What follows belongs to an exercise in optimizing a design on an open flow for a short achievable clock period and few clock cycles; a production flow would make more cautious choices.
Function was checked by simulation only, so behaviour that the tests miss may differ from the original.
Power figures rest on the tool's default switching activity, not on a simulated workload.

run 4:
==> module jumpDecode, before the edit <==
module jumpDecode (
	input  logic [32-1:0] imemData,
	input  logic [7:0]       pcLo,      
	output logic             ifJump,    
	output logic             isSame,    
	output logic [7:0]       fLo
);
	logic [15:0] fImm;
	logic [5:0]  a, b, p0, g, p, gn, pn;
	logic        fShort;
	assign fImm   = imemData[15:0];
	assign a      = pcLo[5:0];
	assign b      = fImm[5:0];
	assign fShort = fImm[15:5] == 11'h000 || fImm[15:5] == 11'h7ff;
	always_comb begin
		p0 = a ^ b;
		g  = a & b;
		g[0] = a[0] | b[0];
		p  = p0;
		for (int l = 0; l < 3; l++) begin
			for (int i = 0; i < 6; i++) begin
				if (i >= (1 << l)) begin
					gn[i] = g[i] | (p[i] & g[i - (1 << l)]);
					pn[i] = p[i] & p[i - (1 << l)];
				end else begin
					gn[i] = g[i];
					pn[i] = p[i];
				end
			end
			g = gn;
			p = pn;
		end
	end
	assign fLo = {pcLo[7:6], p0 ^ {g[4:0], 1'b1}};
	assign isSame = imemData[31:26] == 6'h04 && imemData[25:21] == imemData[20:16] &&
	                fImm != 16'h0000;
	assign ifJump = isSame && fShort && g[5] == fImm[15] && pcLo[5:0] != 6'h3f;
endmodule
Settings: LEC_CHECK=0, ABC_CLOCK_PERIOD_IN_PS=10, CAP_MARGIN=20, CORE_MARGIN=2, CORE_UTILIZATION=40, SETUP_SLACK_MARGIN=5.0, SLEW_MARGIN=20, SYNTH_HIERARCHICAL=1, SYNTH_MINIMUM_KEEP_SIZE=0; clock period 7.5 ns.
standard.sh (not shown) runs the stock make flow with config.mk's settings and CLKGATE_MAP_FILE= SYNTH_SCRIPT=/design/flow/synth_recipe.tcl, a recipe that flattens the netlist after the stock synthesis.
==> flow/flow/run.sh <==
#!/bin/bash
# Layout flow: the standard ORFS flow (standard.sh: the standard
# synthesis script and steps), with these settings changed:
#  - port buffers are buf_6 instead of the default delay-buffer cell,
#  - timing repair may change a cell's footprint, and
#  - the cells in flow/dont_use.txt (4-input OR/NOR, 5-input AOI/OAI,
#    majority and adder cells; slow or hard to optimise around) are added
#    to the platform's don't-use list, so synthesis maps to other gates.
# make's full output goes to flow_make.log in this folder; ORFS keeps each
# step's log under orfs/logs/.
set -euo pipefail
here=$(pwd)
{
	echo "include $here/config.mk"
	echo "export BUFFER_PORTS_ARGS = -buffer_cell sky130_fd_sc_hd__buf_6"
	echo "export DONT_USE_CELLS = $(tr '\n' ' ' < "$here/flow/dont_use.txt")"
} > "$here/flow_config.mk"
bash standard.sh \
	"DESIGN_CONFIG=$here/flow_config.mk" \
	"MATCH_CELL_FOOTPRINT=0" \
	finish > flow_make.log 2>&1
Other scripts of this flow, unchanged in this note and not shown: flow/flow/dont_use.txt
Testbench counts of run 4, summed over its fixed seeds: cycles 57,175.
Input-level comparison between run 3 and run 4:
==> flow/design.v, changed modules only <==
module jumpDecode (
	input  logic [32-1:0] imemData,
	input  logic [7:0]       pcLo,      
	output logic             ifJump,    
	output logic             isSame,    
	output logic [7:0]       fLo
);
	logic [15:0] fImm;
	logic [7:0]  a, b, p0, g, p, gn, pn;
	logic        fShort;
	assign fImm   = imemData[15:0];
	assign a      = pcLo;
	assign b      = fImm[7:0];
	assign fShort = fImm[15:7] == 9'h000 || fImm[15:7] == 9'h1ff;
	always_comb begin
		p0 = a ^ b;
		g  = a & b;
		g[0] = a[0] | b[0];
		p  = p0;
		for (int l = 0; l < 3; l++) begin
			for (int i = 0; i < 8; i++) begin
				if (i >= (1 << l)) begin
					gn[i] = g[i] | (p[i] & g[i - (1 << l)]);
					pn[i] = p[i] & p[i - (1 << l)];
				end else begin
					gn[i] = g[i];
					pn[i] = p[i];
				end
			end
			g = gn;
			p = pn;
		end
	end
	assign fLo = p0 ^ {g[6:0], 1'b1};
	assign isSame = imemData[31:26] == 6'h04 && imemData[25:21] == imemData[20:16] &&
	                fImm != 16'h0000;
	assign ifJump = isSame && fShort && g[7] == fImm[15] && pcLo != 8'hff;
endmodule
### Flow results
Post-detailed-placement cell area of run 4 is on par with run 3. Going from run 4 to run 3, number of buffers and inverters on the critical path now sits lower; switching power total climbed 62 µW; average wire per standard cell picked up an extra about 0.8%; final worst setup slack climbed 0.033 ns; sequential share of layout area decreased by 0.43 points relative to the old numbers. Layout filler cell count (run 3 vs. run 4) decreases by a few percent. Register-to-register slack: run 3 vs run 4 up 0.03 ns. Going from run 4 to run 3, final RePlAce weighted congestion grew slightly. Final critical path time including I/O delays and setup improves in run 3 relative to run 4. Run 3 vs. run 4: data arrival at the endpoint of the critical path went down by 0.04 ns. Going from run 4 to run 3, routed wire length increased by 1.4% relative to the old numbers; area after synthesis closely matched the old numbers.
Testbench counts of run 3, summed over its fixed seeds: cycles 56,903.

---

the reference run:
Another version of the RTL of mipsPipeline (not shown whole).
For scale: roughly 6700 cells after synthesis, roughly 160 I/O pins, about 75000 um^2 of cells after synthesis.
==> flow/design.v (excerpt) <==
module mipsPipeline (
	input  logic             clk,
	input  logic             rstN,
	output logic [32-1:0] imemAddr,
	input  logic [32-1:0] imemData,
	output logic [32-1:0] dataAddr,
	output logic [32-1:0] dataWdata,
	output logic             dataWrite,
	input  logic [32-1:0] dataRdata
);
==> module executeStage, before the edit <==
module executeStage (
	input  logic [32-1:0] eA,
	input  logic [32-1:0] eB,
	input  logic             eOpAdd,
	input  logic             eOpSub,
	input  logic             eOpAnd,
	input  logic             eOpOr,
	input  logic             eOpSlt,
	input  logic [7:0]       selA,
	input  logic [7:0]       selB,    
	input  logic [7:0]       selRt,
	input  logic             useImm,
	input  logic [32-1:0] imm,
	input  logic [32-1:0] mwVal,
	input  logic [32-1:0] wbVal,
	input  logic [32-1:0] rfA,
	input  logic [32-1:0] rfB,
	output logic [32-1:0] alu,
	output logic [32-1:0] nextA,     
	output logic [32-1:0] nextB,     
	output logic [32-1:0] nextRt     
);
	function automatic logic [32:0] ksAdd(
		input logic [32-1:0] a,
		input logic [32-1:0] b,
		input logic             cin
	);
		logic [32-1:0] p0, g, p, gn, pn;
		p0 = a ^ b;
		g  = a & b;
		g[0] = (a[0] & b[0]) | (p0[0] & cin);
		p  = p0;
		for (int l = 0; l < 5; l++) begin
			for (int i = 0; i < 32; i++) begin
				if (i >= (1 << l)) begin
					gn[i] = g[i] | (p[i] & g[i - (1 << l)]);
					pn[i] = p[i] & p[i - (1 << l)];
				end else begin
					gn[i] = g[i];
					pn[i] = p[i];
				end
			end
			g = gn;
			p = pn;
		end
		ksAdd = {g[32-1], p0 ^ {g[32-2:0], cin}};
	endfunction
	logic [32:0]   sumC, diffC, ltC;
	logic [32-1:0] sum, diff, andR, orR;
	logic             lt;
	assign sumC  = ksAdd(eA, eB, 1'b0);
	assign diffC = ksAdd(eA, ~eB, 1'b1);
	assign ltC   = ksAdd({~eA[32-1], eA[32-2:0]}, {eB[32-1], ~eB[32-2:0]}, 1'b1);
	assign sum   = sumC[32-1:0];
	assign diff  = diffC[32-1:0];
	assign lt    = !ltC[32];
	assign andR  = eA & eB;
	assign orR   = eA | eB;
	assign alu = ({32{eOpAdd}} & sum) |
	             ({32{eOpSub}} & diff) |
	             ({32{eOpAnd}} & andR) |
	             ({32{eOpOr}}  & orR) |
	             {{(32-1){1'b0}}, eOpSlt & lt};
	function automatic logic [32-1:0] pickOp(
		input logic [7:0]       sel,
		input logic [32-1:0] rf
	);
		pickOp = ({32{sel[7]}} & sum) |
		         ({32{sel[6]}} & diff) |
		         ({32{sel[5]}} & andR) |
		         ({32{sel[4]}} & orR) |
		         {{(32-1){1'b0}}, sel[3] & lt} |
		         ({32{sel[2]}} & mwVal) |
		         ({32{sel[1]}} & wbVal) |
		         ({32{sel[0]}} & rf);
	endfunction
	assign nextA  = pickOp(selA, rfA);
	assign nextRt = pickOp(selRt, rfB);
	assign nextB  = pickOp(selB, rfB) | ({32{useImm}} & imm);
endmodule
export LEC_CHECK = 0
export ABC_CLOCK_PERIOD_IN_PS = 10
export CAP_MARGIN = 20
export CELL_PAD_IN_SITES_DETAIL_PLACEMENT = 1
export CELL_PAD_IN_SITES_GLOBAL_PLACEMENT = 2
export CORE_MARGIN = 2
export CORE_UTILIZATION = 40
export SETUP_SLACK_MARGIN = 5.0
export SLEW_MARGIN = 20
export SYNTH_HIERARCHICAL = 1
export SYNTH_MINIMUM_KEEP_SIZE = 0
create_clock -name core_clock -period 7.5 [get_ports {clk}]
==> flow/flow/run.sh <==
#!/bin/bash
# Layout flow: the standard ORFS flow (standard.sh: the standard
# synthesis script and steps), with these settings changed:
#  - port buffers are buf_6 instead of the default delay-buffer cell, and
#  - the cells in flow/dont_use.txt (4-input OR/NOR, 5-input AOI/OAI,
#    majority and adder cells; slow or hard to optimise around) are added
#    to the platform's don't-use list, so synthesis maps to other gates.
# make's full output goes to flow_make.log in this folder; ORFS keeps each
# step's log under orfs/logs/.
set -euo pipefail
here=$(pwd)
{
	echo "include $here/config.mk"
	echo "export BUFFER_PORTS_ARGS = -buffer_cell sky130_fd_sc_hd__buf_6"
	echo "export DONT_USE_CELLS = $(tr '\n' ' ' < "$here/flow/dont_use.txt")"
} > "$here/flow_config.mk"
bash standard.sh "DESIGN_CONFIG=$here/flow_config.mk" finish > flow_make.log 2>&1
==> flow/flow/dont_use.txt <==
sky130_fd_sc_hd__or4_0
sky130_fd_sc_hd__or4_1
sky130_fd_sc_hd__or4_2
sky130_fd_sc_hd__or4_4
sky130_fd_sc_hd__or4b_0
sky130_fd_sc_hd__or4b_1
sky130_fd_sc_hd__or4b_2
sky130_fd_sc_hd__or4b_4
sky130_fd_sc_hd__or4bb_0
sky130_fd_sc_hd__or4bb_1
sky130_fd_sc_hd__or4bb_2
sky130_fd_sc_hd__or4bb_4
sky130_fd_sc_hd__nor4_0
sky130_fd_sc_hd__nor4_1
sky130_fd_sc_hd__nor4_2
sky130_fd_sc_hd__nor4_4
sky130_fd_sc_hd__nor4b_0
sky130_fd_sc_hd__nor4b_1
sky130_fd_sc_hd__nor4b_2
sky130_fd_sc_hd__nor4b_4
sky130_fd_sc_hd__nor4bb_0
sky130_fd_sc_hd__nor4bb_1
sky130_fd_sc_hd__nor4bb_2
sky130_fd_sc_hd__nor4bb_4
sky130_fd_sc_hd__a2111o_0
sky130_fd_sc_hd__a2111o_1
sky130_fd_sc_hd__a2111o_2
sky130_fd_sc_hd__a2111o_4
sky130_fd_sc_hd__a2111oi_0
sky130_fd_sc_hd__a2111oi_1
sky130_fd_sc_hd__a2111oi_2
sky130_fd_sc_hd__a2111oi_4
sky130_fd_sc_hd__o2111a_0
sky130_fd_sc_hd__o2111a_1
sky130_fd_sc_hd__o2111a_2
sky130_fd_sc_hd__o2111a_4
sky130_fd_sc_hd__o2111ai_0
sky130_fd_sc_hd__o2111ai_1
sky130_fd_sc_hd__o2111ai_2
sky130_fd_sc_hd__o2111ai_4
sky130_fd_sc_hd__fa_0
sky130_fd_sc_hd__fa_1
sky130_fd_sc_hd__fa_2
sky130_fd_sc_hd__fa_4
sky130_fd_sc_hd__ha_0
sky130_fd_sc_hd__ha_1
sky130_fd_sc_hd__ha_2
sky130_fd_sc_hd__ha_4
sky130_fd_sc_hd__maj3_0
sky130_fd_sc_hd__maj3_1
sky130_fd_sc_hd__maj3_2
sky130_fd_sc_hd__maj3_4
sky130_fd_sc_hd__fah_0
sky130_fd_sc_hd__fah_1
sky130_fd_sc_hd__fah_2
sky130_fd_sc_hd__fah_4
sky130_fd_sc_hd__fahcin_0
sky130_fd_sc_hd__fahcin_1
sky130_fd_sc_hd__fahcin_2
sky130_fd_sc_hd__fahcin_4
sky130_fd_sc_hd__fahcon_0
sky130_fd_sc_hd__fahcon_1
sky130_fd_sc_hd__fahcon_2
sky130_fd_sc_hd__fahcon_4
Testbench counts of the reference run, summed over its fixed seeds: cycles 57,508.
Changes in the trial run relative to the reference run:
-- flow/design.v --
<<< the reference run, line 78
		ksAdd = {g[32-1], p0 ^ {g[32-2:0], cin}};
	endfunction
	logic [32:0]   sumC, diffC, ltC;
	logic [32-1:0] sum, diff, andR, orR;
	logic             lt;
	assign sumC  = ksAdd(eA, eB, 1'b0);
	assign diffC = ksAdd(eA, ~eB, 1'b1);
	assign ltC   = ksAdd({~eA[32-1], eA[32-2:0]}, {eB[32-1], ~eB[32-2:0]}, 1'b1);
	assign sum   = sumC[32-1:0];
	assign diff  = diffC[32-1:0];
	assign lt    = !ltC[32];
	assign andR  = eA & eB;
	assign orR   = eA | eB;
>>> the trial run, line 78
		ksAdd = {g[32-1], p0 ^ {g[32-2:0], cin}};
	endfunction
	logic [32:0]   sumC, diffC;
	logic [32-1:0] sum, diff, andR, orR;
	logic             lt;
	assign sumC  = ksAdd(eA, eB, 1'b0);
	assign diffC = ksAdd(eA, ~eB, 1'b1);
	assign sum   = sumC[32-1:0];
	assign diff  = diffC[32-1:0];
	assign lt    = (eA[32-1] ^ eB[32-1]) ? eA[32-1] : diff[32-1];
	assign andR  = eA & eB;
	assign orR   = eA | eB;
- The trial run vs the reference run — design area climbed slightly
- Between the reference run and the trial run, register-to-register slack is lower for the trial run, the reference run comes in above that.
- The trial run vs the reference run — power share of the combinational group rose 0.9 points.
- Diff the reference run -> the trial run: basic-gate share of the synthesized area counting and, or, nand and nor cells neither gained nor lost much, number of optimization iterations in the first detailed-route pass shows an increase of 21.
Testbench counts of the trial run, summed over its fixed seeds: cycles 57,508.

-- separate check: timing with driven ports --
How much do the figures lean on ideal ports? The routed layouts below were timed once more, with nothing changed but the port constraints.
Step 1 sets driving cells, clkbuf_16 on the clock port and buf_2 on the other inputs (assumed; they add their load-dependent delay and slew).
Step 2, shift: input delay + t, output delay - t, t = (earliest + latest rising clock arrival at the registers) / 2. This alone moves slack from input paths to output paths.
a / b / c = ideal / step 1 / step 2; a / b = the first two.
run | t (ns) | slack for setup (ns) | hold WS [ns] | worst data-port slew with drivers (ns)
run 4 | 0.899 | 4.494 / 4.494 / 4.071 | 0.357 / 0.357 / 0.357 | 0.09
run 3 | 0.897 | 4.526 / 4.497 / 4.026 | 0.376 / 0.376 / 0.376 | 0.12
the reference run | 0.929 | 4.389 / 4.389 / 3.661 | 0.349 / 0.349 / 0.349 | 0.06
the trial run | 0.929 | 4.230 / 4.230 / 3.458 | 0.354 / 0.354 / 0.354 | 0.08
After both steps setup and hold are still met in every run listed. For the trial run, which loses most, drivers alone change the setup slack by 0.000 ns; drivers and shift together by -0.772 ns.
